Background: an optimization exercise with open tools, aiming at small area and a short achievable clock period. Do not read the settings as production practice. In this exercise RTL edits were held to simulation tests only and were not proved equivalent to the original. Power is estimated from default activity; no workload was simulated.

==> flow/design.v (excerpt) <==
module hard_drive_controller (
  input  logic        clock,
  input  logic        reset_n,
  input  logic        request,
  input  logic        write_enable,
  input  logic [6:0]  track,
  input  logic [13:0] sector,
  input  logic [31:0] data_write,
  output logic        ready,
  output logic        done,
  output logic        error,
  output logic [31:0] data_read,
  output logic [6:0]  head_track
);
Settings: LEC_CHECK=0, CAP_MARGIN=10, CORE_MARGIN=2, CORE_UTILIZATION=55, CTS_CLUSTER_DIAMETER=80, CTS_CLUSTER_SIZE=30, SETUP_SLACK_MARGIN=2.85, SLEW_MARGIN=20, TNS_END_PERCENT=30; clock period 5.5 ns.
run.sh (not shown) runs the stock make flow with config.mk's settings and CLKGATE_MAP_FILE= SYNTH_SCRIPT=/design/flow/synth_recipe.tcl, a recipe that flattens the netlist after the stock synthesis.
Rerun with:
==> flow/flow/run.sh (new file) <==
#!/bin/bash
# The standard layout (standard.sh), with one change: ABC maps the logic with
# flow/abc_speed.script, which skips the SOP rebalancing passes of ORFS's speed script and
# maps once with area recovery. Every other ORFS script is used as it is.
set -euo pipefail
here=$(pwd)
mkdir -p scripts
for f in "$FLOW_HOME"/scripts/*; do
  ln -s "$f" scripts/
done
rm scripts/abc_speed.script
cp flow/abc_speed.script scripts/abc_speed.script
bash standard.sh SCRIPTS_DIR="$here/scripts" finish > standard.log 2>&1
==> flow/flow/abc_speed.script (new file) <==
&get -n
&st
&dch
&nf -R 1000 -p
&put
buffer -c
topo
stime -c
upsize -c
dnsize -c
==> flow/standard.sh (new file) <==
#!/bin/bash
# synth_recipe.tcl (not shown) runs the flow's synth.tcl, then flattens the netlist and writes it again
# the make line also repeats each setting of config.mk as NAME=value (left out here)
make -C /OpenROAD-flow-scripts/flow DESIGN_CONFIG=/design/flow/config.mk WORK_HOME=/design/flow/orfs CLKGATE_MAP_FILE= SYNTH_SCRIPT=/design/flow/synth_recipe.tcl "${@:-finish}"
TNS_END_PERCENT = not set   (was 30)
removed: flow/run.sh
Outcome: Cell count went up by 0.63%; hold slack gets worse by 0.014 ns; clock skew went up by 0.017 ns; routed wire length went down by 13%; global-route usage went down by 4.4 points; area after synthesis went down by 0.88%; clock power hardly moves.
Rerun with:
==> flow/run.sh (new file) <==
#!/bin/bash
# synth_recipe.tcl (not shown) runs the flow's synth.tcl, then flattens the netlist and writes it again
# the make line also repeats each setting of config.mk as NAME=value (left out here)
make -C /OpenROAD-flow-scripts/flow DESIGN_CONFIG=/design/flow/config.mk WORK_HOME=/design/flow/orfs CLKGATE_MAP_FILE= SYNTH_SCRIPT=/design/flow/synth_recipe.tcl finish
CTS_CLUSTER_DIAMETER = 75   (was 80)
CTS_CLUSTER_SIZE = 28   (was 30)
removed: flow/flow/run.sh
removed: flow/flow/abc_speed.script
removed: flow/standard.sh
Result:
- worst setup slack improved by 2.0 ns
- power increases by 2.8%
- utilization went down by 0.70 points
- design area fell by 0.66%
- first-iteration DRC count drops by 1.4%
- cell count fell by 0.74%
- global-route usage rises by 4.7 points
- clock power increases by about 5%
- hold slack gets better by 0.0074 ns
Rerun with:
CORE_UTILIZATION = 53   (was 55)
CTS_CLUSTER_DIAMETER = 80   (was 75)
CTS_CLUSTER_SIZE = 30   (was 28)
After rerunning:
- sequential share of layout area goes down by 0.71 points
- combinational power increases by 15%
- power is about the same
- fmax is lower by about 4.5%
- via count climbs by 0.59%
- cell area increases by 1.0%
- critical path depth came out lower by 1
- count of clock-buffer cells in the layout is lower by 12


hard_drive_controller, a different RTL version from the one above (not shown whole).
Size: roughly 10000 cells after synthesis, about 99 I/O pins, ~120000 sq um of cells after synthesis.
clock: 5.5 ns
lec_check: 0
cap_margin: 10
core_margin: 2
core_utilization: 55
cts_cluster_diameter: 75
cts_cluster_size: 28
setup_slack_margin: 2.95
slew_margin: 20
Stock flow here: none of the scripts above is used.
The starting point produced a clean layout.
Change:
--- a/flow/config.mk
+++ b/flow/config.mk
@@ -12,3 +12,3 @@
 export CTS_CLUSTER_SIZE = 28
-export SETUP_SLACK_MARGIN = 2.95
+export SETUP_SLACK_MARGIN = 2.75
 export SLEW_MARGIN = 20
=> First-iteration DRC count decreases by about 1.5%. Total power hardly moves. Cell count drops by about 0.32%. Global-route usage is lower by 0.29 points. Clock-buffer cell count decreases by 1. Die area does not change. Core utilization falls by 0.49 points. Synthesized cell count stays the same. Critical path depth came out higher by 2. Worst setup slack gains 0.12 ns. Sequential cell count is unchanged.
Change:
--- a/flow/config.mk
+++ b/flow/config.mk
@@ -12,3 +12,3 @@
 export CTS_CLUSTER_SIZE = 28
-export SETUP_SLACK_MARGIN = 2.75
+export SETUP_SLACK_MARGIN = 2.85
 export SLEW_MARGIN = 20
After rerunning:
- The new run produced a clean layout
- synthesized cell count stays the same
- wire length is about the same
- global-route usage went up by 0.12 points
- hold slack loses 0.0089 ns
- setup slack improved by 0.054 ns
- maximum frequency climbs by 2.0%
- die area stays the same
- power came out lower by 0.33%


Setup of AL:
The RTL this note starts from:
==> flow/design.v <==
module hard_drive_controller (
  input  logic        clock,
  input  logic        reset_n,
  input  logic        request,
  input  logic        write_enable,
  input  logic [6:0]  track,
  input  logic [13:0] sector,
  input  logic [31:0] data_write,
  output logic        ready,
  output logic        done,
  output logic        error,
  output logic [31:0] data_read,
  output logic [6:0]  head_track
);
  logic        busy_q, ready_q, seek_q, acc1_q, acc2_q, done_q, err_q;
  logic [2:0]  seek_cnt;
  logic [2:0]  head_q;
  logic        lat_we;
  logic [2:0]  lat_track;
  logic [31:0] lat_data;
  logic        accept, out_of_range;
  logic [2:0]  seek_dist;
  assign ready_q      = ~(seek_q | acc1_q | acc2_q | done_q);
  assign accept       = ready_q & request;
  assign out_of_range = (|track[6:3]) | (|sector[13:4]);
  assign seek_dist         = (track[2:0] >= head_q) ? (track[2:0] - head_q) : (head_q - track[2:0]);
  assign ready      = ~busy_q;
  assign done       = done_q;
  assign error      = err_q;
  assign head_track = {4'b0000, head_q};
  always_ff @(posedge clock or negedge reset_n) begin
    if (!reset_n) begin
      busy_q   <= 1'b0;
      seek_q   <= 1'b0;
      acc1_q   <= 1'b0;
      acc2_q   <= 1'b0;
      done_q   <= 1'b0;
      err_q    <= 1'b0;
      seek_cnt <= '0;
      head_q   <= '0;
    end else begin
      acc2_q <= acc1_q;
      done_q <= acc2_q | (accept & out_of_range);
      if (accept) begin
        busy_q   <= 1'b1;
        err_q    <= out_of_range;
        seek_q   <= ~out_of_range & (seek_dist != 3'd0);
        acc1_q   <= ~out_of_range & (seek_dist == 3'd0);
        seek_cnt <= seek_dist;
      end else begin
        if (done_q) busy_q <= 1'b0;
        if (seek_q) begin
          seek_cnt <= seek_cnt - 3'd1;
          if (seek_cnt == 3'd1) begin
            seek_q <= 1'b0;
            head_q <= lat_track;
          end
        end
        acc1_q <= seek_q & (seek_cnt == 3'd1);
      end
    end
  end
  always_ff @(posedge clock) begin
    if (ready_q) begin
      lat_we   <= write_enable;
      lat_track <= track[2:0];
      lat_data <= data_write;
    end
  end
  localparam int NR = 43;
  logic [1:0]  ph3;          
  logic        ph2;          
  logic [31:0] rp0 [NR];
  logic [31:0] rp1 [NR];
  logic [31:0] rp2 [NR-1];
  always_ff @(posedge clock) begin
    ph3 <= (ph3 == 2'd2 || ph3 == 2'd3) ? 2'd0 : ph3 + 2'd1;
    ph2 <= ~ph2;
  end
  logic [2:0] ph3_oh;
  assign ph3_oh = {ph3 == 2'd2, ph3 == 2'd1, ph3 == 2'd0};
  for (genvar k = 0; k < NR; k++) begin : g_ring
    logic we;
    assign we = we_now[k] | (we_pend & pend_ring[k]);
    if (k < NR - 1) begin : g3
      always_ff @(posedge clock) begin
        rp1[k] <= rp0[k];
        rp2[k] <= rp1[k];
        rp0[k] <= we ? ~pend_data_n : rp2[k];
      end
    end else begin : g2
      always_ff @(posedge clock) begin
        rp1[k] <= rp0[k];
        rp0[k] <= we ? ~pend_data_n : rp1[k];
      end
    end
  end
  logic [NR-1:0] rd_ring;
  logic [2:0]    rd_pos3;
  logic [1:0]    rd_pos2;
  logic [6:0]    in_idx;
  logic [NR-1:0] in_ring;
  logic [2:0]    in_slot3;
  assign in_idx = {track[2:0], sector[3:0]};
  always_comb begin
    in_ring  = '0;
    in_slot3 = '0;
    for (int a = 0; a < 126; a++)
      if (in_idx == 7'(a)) begin
        in_ring[a / 3]   = 1'b1;
        in_slot3[a % 3]  = 1'b1;
      end
    if (in_idx[6:1] == 6'd63) in_ring[NR-1] = 1'b1;
  end
  logic [2:0] nx_pos3;
  always_comb
    for (int p = 0; p < 3; p++)
      nx_pos3[p] = (ph3_oh[0] & in_slot3[(p + 2) % 3]) |
                   (ph3_oh[1] & in_slot3[(p + 1) % 3]) |
                   (ph3_oh[2] & in_slot3[p]);
  always_ff @(posedge clock) begin
    if (ready_q) begin
      rd_ring <= in_ring;
      rd_pos3 <= nx_pos3;
      rd_pos2 <= (in_idx[0] ^ ~ph2) ? 2'b10 : 2'b01;
    end else begin
      rd_pos3 <= {rd_pos3[1:0], rd_pos3[2]};
      rd_pos2 <= {rd_pos2[0], rd_pos2[1]};
    end
  end
  logic          pend_v;       
  logic [1:0]    pend_t;       
  logic [NR-1:0] pend_ring;
  logic [31:0]   pend_data_n;  
  logic          wr_now, last_now;
  assign wr_now   = acc2_q & lat_we;
  assign last_now = rd_ring[NR-1] ? rd_pos2[1] : rd_pos3[2];
  logic          pend_v_nx;
  logic [1:0]    pend_t_nx;
  assign pend_v_nx = (wr_now & ~last_now) | (pend_v & pend_t[1]);
  assign pend_t_nx = (wr_now & ~last_now) ? ((rd_ring[NR-1] | rd_pos3[1]) ? 2'b01 : 2'b10)
                                          : {1'b0, pend_t[1]};
  always_ff @(posedge clock) begin
    pend_v      <= pend_v_nx;
    pend_t      <= pend_t_nx;
    pend_ring   <= rd_ring;
    pend_data_n <= ~lat_data;
  end
  logic [NR-1:0] we_now;
  logic          we_pend;
  always_ff @(posedge clock or negedge reset_n) begin
    if (!reset_n) we_now <= '0;
    else          we_now <= {NR{acc1_q & lat_we & (rd_ring[NR-1] ? rd_pos2[0] : rd_pos3[1])}} & rd_ring;
  end
  always_ff @(posedge clock) we_pend <= pend_v_nx & pend_t_nx[0];
  logic [31:0] rd_p0, rd_p1, rd_p2, rd42, rdata;
  always_comb begin
    rd_p0 = '0;
    rd_p1 = '0;
    rd_p2 = '0;
    for (int k = 0; k < NR - 1; k++) begin
      rd_p0 = rd_p0 | ({32{rd_ring[k]}} & rp0[k]);
      rd_p1 = rd_p1 | ({32{rd_ring[k]}} & rp1[k]);
      rd_p2 = rd_p2 | ({32{rd_ring[k]}} & rp2[k]);
    end
    rd42  = {32{rd_ring[NR-1]}} & (({32{rd_pos2[0]}} & rp0[NR-1]) | ({32{rd_pos2[1]}} & rp1[NR-1]));
    rdata = ({32{rd_pos3[0]}} & rd_p0) | ({32{rd_pos3[1]}} & rd_p1) | ({32{rd_pos3[2]}} & rd_p2) | rd42;
  end
  always_ff @(posedge clock or negedge reset_n) begin
    if (!reset_n)                data_read <= '0;
    else if (acc2_q && !lat_we)  data_read <= rdata;
  end
endmodule
make LEC_CHECK=0 CAP_MARGIN=10 CORE_MARGIN=2 CORE_UTILIZATION=55 CTS_CLUSTER_DIAMETER=80 CTS_CLUSTER_SIZE=30 SETUP_SLACK_MARGIN=3.0 SLEW_MARGIN=20 finish   # period 5.5 ns
> inputs changed (AL -> PW)
Settings: CORE_UTILIZATION now 60, was 55.
PW: all stages done; final checks FAILED (max-capacitance violations, max-slew violations).
Diff AL -> PW: sequential share of power now sits higher, first-pass GRT wire length moved down.
PW vs AL: wire length on met3 up by a few percent
Summary of PW over AL: final weighted congestion in routability-driven placement shows an increase of 0.31%; proportion of final cell area spent on non-clock buffers now sits lower.
Delta (PW minus AL): worst hold slack shows an increase of 51 ps, final cell count without fillers shows a reduction of 2.1%.
For the tapcell count, PW came in about 7% lower than AL did.
Relative to AL, the number of standard-cell rows in the floorplan measured on PW has decreased by a few percent.
Launching instance or port of the critical path: data_read[8] -> PW, data_read[30] -> AL

[separate check: timing with driven ports]
Ports are ideal in the flow. The routed layouts listed here were re-timed in OpenROAD.
Step 1: set_driving_cell puts a clkbuf_16 on clock and a buf_2 on each other input, an assumption about the parent block.
Step 2 also shifts input and output timing later by t, the mid clock arrival at the registers, as if the neighbouring blocks saw the same clock.
Slacks: no drivers / after step 1 / after step 2; pairs: no drivers / after step 1.
run	t, ns	setup slack, ns	worst hold slack (ns)
the first run of note 1	0.990	2.748 / 2.724 / 1.910	0.289 / 0.229 / 0.334
the second run of note 1	0.933	0.828 / 0.891 / -0.043	0.275 / 0.199 / 0.338
the third run of note 1	0.965	2.848 / 2.761 / 2.091	0.282 / 0.214 / 0.334
the fourth run of note 1	0.992	2.723 / 2.708 / 2.030	0.224 / 0.154 / 0.335
the first run of note 2	0.972	2.645 / 2.645 / 2.109	0.165 / 0.133 / 0.328
the second run of note 2	0.966	2.761 / 2.698 / 1.914	0.182 / 0.152 / 0.339
the third run of note 2	0.970	2.815 / 2.717 / 2.020	0.173 / 0.139 / 0.332
AL	0.985	2.822 / 2.726 / 2.149	0.221 / 0.165 / 0.318
PW	0.959	2.848 / 2.754 / 2.178	0.272 / 0.216 / 0.328
With both steps, setup timing fails in the second run of note 1, where it was met with ideal ports. The setup slack of the second run of note 1, which loses most, moves by +0.063 ns with the drivers and by -0.871 ns with both steps.
